This is an optimization exercise on Yosys and OpenROAD, whose aim is small area and a short achievable clock period, not a production implementation.
In this exercise RTL edits were held to simulation tests only and were not proved equivalent to the original.
Power is estimated from default activity; no workload was simulated.

[flow/config.mk]
export PLATFORM = sky130hd
export DESIGN_NAME = ahb_slave_mem
export DESIGN_NICKNAME = ahb_slave_mem
export VERILOG_FILES = /design/flow/design.v
export SDC_FILE = /design/flow/constraint.sdc
export NUM_CORES = 4
export LEC_CHECK = 0
export CAP_MARGIN = 20
export CORE_MARGIN = 2
export CORE_UTILIZATION = 40
export SETUP_SLACK_MARGIN = 0.2
export SLEW_MARGIN = 20
[flow/constraint.sdc]
create_clock -name core_clock -period 6.0 [get_ports {Hclk}]
set_input_delay 1.2000 -clock core_clock [delete_from_list [all_inputs] [get_ports {Hclk}]]
set_output_delay 1.2000 -clock core_clock [all_outputs]
set_load 0.01 [all_outputs]
[flow/design.v]
package ahb_pkg;
    localparam logic [1:0] HTRANS_IDLE   = 2'b00;
    localparam logic [1:0] HTRANS_BUSY   = 2'b01;
    localparam logic [1:0] HTRANS_NONSEQ = 2'b10;
    localparam logic [1:0] HTRANS_SEQ    = 2'b11;
    localparam logic HRESP_OKAY  = 1'b0;
    localparam logic HRESP_ERROR = 1'b1;
    localparam logic [2:0] HSIZE_BYTE = 3'b000;
    localparam logic [2:0] HSIZE_HALF = 3'b001;
    localparam logic [2:0] HSIZE_WORD = 3'b010;
endpackage
module ahb_slave_ram #(
    parameter int ADDR_W = 6
) (
    input  logic              clk_i,
    input  logic [3:0]        we_i,      
    input  logic [ADDR_W-1:0] addr_i,
    input  logic [31:0]       wdata_i,
    output logic [31:0]       rdata_o    
);
    logic [31:0] mem_q [2**ADDR_W];
    always_ff @(posedge clk_i) begin
        for (int b = 0; b < 4; b++) begin
            if (we_i[b]) begin
                mem_q[addr_i][8*b +: 8] <= wdata_i[8*b +: 8];
            end
        end
    end
    always_ff @(posedge clk_i) begin
        rdata_o <= mem_q[addr_i];
    end
endmodule
import ahb_pkg::*;
module ahb_slave_mem #(
    parameter int ADDR_W      = 6,
    parameter int WAIT_STATES = 1
) (
    input  logic        Hclk,
    input  logic        Hresetn,
    input  logic        Hsel,
    input  logic [31:0] Haddr,
    input  logic        Hwrite,
    input  logic [2:0]  Hsize,
    input  logic [1:0]  Htrans,
    input  logic        Hready,
    input  logic [31:0] Hwdata,
    output logic        Hready_out,
    output logic        Hresp,
    output logic [31:0] Hrdata
);
    logic              first_q;
    logic              err_q;
    logic [3:0]        lwe_q;
    logic [ADDR_W-1:0] addr_q;      
    logic [3:0]        wbe_q;       
    logic       accept;
    logic       legal;
    logic [3:0] be;
    assign accept = Hsel & Hready & Htrans[1] & ~first_q;
    assign legal = ((Haddr >> (ADDR_W + 2)) == 32'd0)
                 && (Hsize <= HSIZE_WORD)
                 && !((Hsize == HSIZE_HALF) && Haddr[0])
                 && !((Hsize == HSIZE_WORD) && (Haddr[1:0] != 2'b00));
    assign be[0] = Hsize[1] | (Hsize[0] & ~Haddr[1]) | (Haddr[1:0] == 2'd0);
    assign be[1] = Hsize[1] | (Hsize[0] & ~Haddr[1]) | (Haddr[1:0] == 2'd1);
    assign be[2] = Hsize[1] | (Hsize[0] &  Haddr[1]) | (Haddr[1:0] == 2'd2);
    assign be[3] = Hsize[1] | (Hsize[0] &  Haddr[1]) | (Haddr[1:0] == 2'd3);
    always_ff @(posedge Hclk or negedge Hresetn) begin
        if (!Hresetn) begin
            first_q <= 1'b0;
            err_q   <= 1'b0;
            lwe_q   <= 4'd0;
        end else begin
            first_q <= accept;
            err_q   <= (accept & ~legal) | (first_q & err_q);
            lwe_q   <= (first_q & ~err_q) ? wbe_q : 4'd0;
        end
    end
    always_ff @(posedge Hclk) begin
        if (!first_q) begin
            addr_q <= Haddr[ADDR_W+1:2];
            wbe_q  <= Hwrite ? be : 4'd0;
        end
    end
    assign Hready_out = ~first_q;
    assign Hresp      = err_q;
    ahb_slave_ram #(.ADDR_W(ADDR_W)) u_ram (
        .clk_i   (Hclk),
        .we_i    (lwe_q),
        .addr_i  (addr_q),
        .wdata_i (Hwdata),
        .rdata_o (Hrdata)
    );
endmodule
[flow/run.sh]
#!/bin/bash
# synth_recipe.tcl (not shown) runs the flow's synth.tcl, then flattens the netlist and writes it again
# the make line also repeats each setting of config.mk as NAME=value (left out here)
make -C /OpenROAD-flow-scripts/flow DESIGN_CONFIG=/design/flow/config.mk WORK_HOME=/design/flow/orfs CLKGATE_MAP_FILE= SYNTH_SCRIPT=/design/flow/synth_recipe.tcl finish
==> results.txt <==
[registers in the layout (all words and copies together) (netlist names)]
name           flops
addr_q             6
err_q              1
first_q            1
lwe_q              4
u_ram.mem_q     2048
u_ram.rdata_o     32
wbe_q              4
[per-stage QoR]
stage	setup WS, ps	instance area [um2]
finish	1683	90320
global route	1708	90310
detailed placement	1944	83740
CTS	1929	90300
global placement	1801	83740
floorplan	3432	79730
[kinds of logic after synthesis]
kind of cell / Yosys count / share of synthesized area
AND/OR/NAND/NOR: 623 / 0.03385
buffers and inverters: 376 / 0.02191
multiplexers: 178 / 0.02991
flip-flops: 2096 / 0.7850
AO/OA/AOI/OAI: 1402 / 0.1294
[synth_stat cells, types with 17 or more instances]
cell	number	area, um2
sky130_fd_sc_hd__edfxtp_1	2058	61800
sky130_fd_sc_hd__a22oi_1	443	3326
sky130_fd_sc_hd__nor2_1	354	1329
sky130_fd_sc_hd__a221oi_1	325	2846
sky130_fd_sc_hd__a21oi_1	159	795.8
sky130_fd_sc_hd__clkbuf_1	146	548.0
sky130_fd_sc_hd__buf_2	142	710.7
sky130_fd_sc_hd__nand2_1	134	503.0
sky130_fd_sc_hd__o21ai_0	124	620.6
sky130_fd_sc_hd__o22ai_1	106	663.1
sky130_fd_sc_hd__mux2i_1	71	710.7
sky130_fd_sc_hd__mux2_2	64	720.7
sky130_fd_sc_hd__buf_1	53	198.9
sky130_fd_sc_hd__mux4_2	41	923.4
sky130_fd_sc_hd__o221ai_1	37	324.1
sky130_fd_sc_hd__a211oi_1	33	247.7
sky130_fd_sc_hd__a22o_1	32	280.3
sky130_fd_sc_hd__dfxtp_1	32	640.6
sky130_fd_sc_hd__o211ai_1	21	157.7
sky130_fd_sc_hd__buf_4	20	150.1
sky130_fd_sc_hd__a2111oi_0	19	166.4
sky130_fd_sc_hd__a31oi_1	18	112.6
sky130_fd_sc_hd__nor3_1	17	85.08
[metal layers]
metal,share of wire,global-route usage,up-vias
met5,0.00033,0,-
met4,0.037,0.08672,14
met3,0.11,0.05336,477
met2,0.46,0.3686,3018
met1,0.39,0.3332,24664
li1,-,-,19592
[layout by cell type, fill, tap and decap left out, types with 33 or more instances in the layout]
cell / instances
sky130_fd_sc_hd__a211oi_1: 33
sky130_fd_sc_hd__a21oi_1: 159
sky130_fd_sc_hd__a221oi_1: 325
sky130_fd_sc_hd__a22oi_1: 443
sky130_fd_sc_hd__buf_4: 132
sky130_fd_sc_hd__clkbuf_1: 46
sky130_fd_sc_hd__clkbuf_16: 214
sky130_fd_sc_hd__clkdlybuf4s50_1: 74
sky130_fd_sc_hd__clkinv_1: 46
sky130_fd_sc_hd__edfxtp_1: 2058
sky130_fd_sc_hd__mux2_2: 64
sky130_fd_sc_hd__mux2i_1: 71
sky130_fd_sc_hd__mux4_2: 41
sky130_fd_sc_hd__nand2_1: 129
sky130_fd_sc_hd__nor2_1: 349
sky130_fd_sc_hd__o21ai_0: 124
sky130_fd_sc_hd__o221ai_1: 37
sky130_fd_sc_hd__o22ai_1: 106
[critical path, delay by kind of cell (launching register included)]
kind	cells	cell delay [ps]
compound gates	4	1640
buf+inv	3	930
flops	1	680
simple gates	2	880
[worst max-delay path by stage]
stage                         start                   to  slack, ps  cells past startpoint
after CTS                 addr_q[1]  u_ram.mem_q[10][29]       1930                      4
after floorplan           addr_q[0]  u_ram.mem_q[56][24]       3430                      8
after global placement    addr_q[3]     u_ram.rdata_o[0]       1800                      7
final                     addr_q[3]    u_ram.rdata_o[26]       1680                      9
after global routing      addr_q[1]    u_ram.rdata_o[26]       1710                      7
after detailed placement  addr_q[1]  u_ram.mem_q[10][29]       1940                      4
[power by group through the flow]
stage	clock, mW	sequential [mW]	combinational, mW
6_report	12.6	16.2	2.12
5_1_grt	13.3	16.2	2.20
4_1_cts	12.7	16.2	2.10
3_5_place_dp	0	16.5	2.09
3_3_place_gp	0	16.5	2.07
2_1_floorplan	0	16.5	0.960
[final cells by class]
class	count	area [um2]	share of cell area
antenna	3	7.507	0.00008312
clock buffer	276	5748	0.06364
inverter	4	20.02	0.0002217
tap	2640	3303	0.03657
multi-input combinational	2203	15530	0.1720
clock inverter	102	807.0	0.008935
sequential	2096	62590	0.6930
timing repair buffer	255	2307	0.02555
==> results.rst <==
.. list-table::
   :header-rows: 1

   * - Metric
     - Value
   * - Overall track demand over capacity in global routing
     - 0.2392
   * - Detailed Route Iter0 Violations
     - 7554
   * - Fill cell count
     - 16782
   * - Internal power of the cells
     - 23.92 mW
   * - Grt ovf
     - 0
   * - Launching point of the worst reg2reg path
     - addr_q[3]
   * - Via count of the first global-routing pass
     - 45092
   * - Final setup violation count
     - 0
   * - Switching power total
     - 7.012 mW
   * - Tmin final
     - 4317 ps
   * - Dominant register cell in the synthesized netlist
     - sky130_fd_sc_hd__edfxtp_1
   * - FMAX
     - 231.6 MHz
   * - Number of flops mapped to enable cells by yosys
     - 2058
   * - Final Hold Violating Endpoints
     - 0
   * - Cell with the largest stage delay on the worst path
     - sky130_fd_sc_hd__a2111oi_0
   * - Number of antenna violations at the first check in global routing
     - 17
   * - Worst-case reg-to-reg path depth
     - 9
   * - Clk Latency, worst-skew pair
     - 830 ps
   * - Die Span X
     - 450.5 um
   * - Fraction of power spent switching nets
     - 0.2267
   * - Routability-driven placement congestion ratio
     - 0.8347
   * - Hold path depth
     - 1
   * - Critical Path Source Type
     - flip-flop
   * - Worst-path clk slew
     - 60 ps
   * - Initial Util
     - 0.4035
   * - Leakage power
     - 27.53 nW
   * - Status
     - timing/DRC/antenna clean
   * - Netlist Area Pre-Place
     - 79730 um2
   * - Total detailed-routing wirelength
     - 249.6 mm
   * - FF-to-FF End
     - u_ram.rdata_o[26]
   * - Hold buffers post-CTS
     - 0
   * - Number of warnings issued by yosys
     - 2
   * - Worst path most repeated cell
     - sky130_fd_sc_hd__buf_4
   * - Clock Root Buffer
     - sky130_fd_sc_hd__clkbuf_16
   * - Core Footprint
     - 197600 um2
   * - Maximum number of pins on one net before global-route repair
     - 122
   * - Final max-slew violation count
     - 0
   * - Register-to-Register Setup Slack
     - 1680 ps
   * - Final clock period utilization by the worst path
     - 0.7196
   * - Sequential element share of the synthesized area
     - 0.7850
   * - Cell-by-cell trace of the critical path
     - buf_4, nor3_4, buf_4, nand2_1, buf_4, o22ai_1, a2111oi_0, o21ai_0, a2111o_1
   * - CP arrival
     - 4980 ps
   * - Cts bufs inserted
     - 207
   * - FFs w/ async S/R, synth
     - 0.002863
   * - WS Path Type
     - flip-flop to flip-flop
   * - CTS max path bufs
     - 3
   * - Power per cell area
     - 342.5 nW/um2
   * - Buffers inserted during post-CTS setup optimization
     - 0
   * - Portion of total power attributed to sequential cells
     - 0.524
   * - Die Area
     - 202900 um2
   * - Worst slew margin
     - 0.1871
   * - Stage delay of the slowest cell on the critical path
     - 910 ps
   * - Worst IR drop on VDD
     - 256.5 uV
   * - Tightest hold margin
     - 457.1 ps
   * - Overall power of the completed layout
     - 30.94 mW
   * - Total number of vias
     - 47765
   * - Combinational share of power
     - 0.069
   * - CTS resizes
     - 0
   * - Area added between synthesis and finish
     - 13.27%
   * - Hold path start
     - wbe_q[1]
   * - Number of cells produced by synthesis
     - 4675
   * - Routed via count divided by cell count
     - 6.302
   * - Unique masters post-synth
     - 64
   * - Total number of clock tree sinks
     - 2096
   * - Top-level I/O count
     - 108
   * - Buffers on Ports
     - 106
   * - Required time of the critical path
     - 6670 ps
   * - Clk pwr share
     - 0.408
   * - Maximum fanout encountered on the critical timing path
     - 8
   * - Detailed-routing iteration count for the pre-antenna-repair pass
     - 8
   * - Routed length per instance
     - 32.93 um
   * - Type of the tightest min-delay check
     - flip-flop to flip-flop
   * - Share of final-layout standard cells stronger than drive strength 1
     - 0.1258
   * - Height of the die
     - 450.5 um
   * - Summed negative setup slack over all endpoints
     - 0 ps
   * - Post-layout util
     - 0.4570
   * - First-pass GRT wire length
     - 348.7 mm
   * - Post-route DRC violation count
     - 0
   * - H-tree level count
     - 4
   * - End of the worst hold path
     - lwe_q[1]
   * - Kind of end point of the critical path
     - flip-flop
   * - Unrepaired setup endpoints after global routing
     - false
   * - Worst slew pin tran
     - 1219 ps
   * - Post-Syn Area per Cell
     - 17.06 um2
   * - Post-Route Skew
     - 37.33 ps
   * - Cells after DPL
     - 7198
   * - Max-Cap Viols
     - 0
   * - Nets
     - 4841
   * - Flip-flop and latch count after synthesis
     - 2096
   * - Number of nets produced by synthesis
     - 4749
   * - TritonCTS clock tree
     - built
   * - Number of placement rows
     - 163
   * - Total half-perimeter wirelength after legalization and detailed placement
     - 145.4 mm
   * - Non-filler instance count after layout
     - 7579
   * - Number of antenna-violating nets in the routed design
     - 0

[port drivers added, routing unchanged]
Ports are ideal in the flow. The routed layout listed here was re-timed in OpenROAD.
Step 1 assumes that a clkbuf_16 drives the clock port and a buf_2 every other input.
Step 2 times the ports against the registers' clock, not the clock port: input delays grow and output delays shrink by t, the midpoint of the rising clock arrivals with the driver on.
a / b / c = no drivers / after step 1 / after step 2; a / b = the first two.
shift t [ns]: 0.897
slack for setup (ns): 1.683 / 1.683 / 1.683
worst slew at a driven data input, ns: 0.26
After both steps setup and hold are still met in this run. For this run, drivers alone change the setup slack by 0.000 ns; drivers and shift together by 0.000 ns.
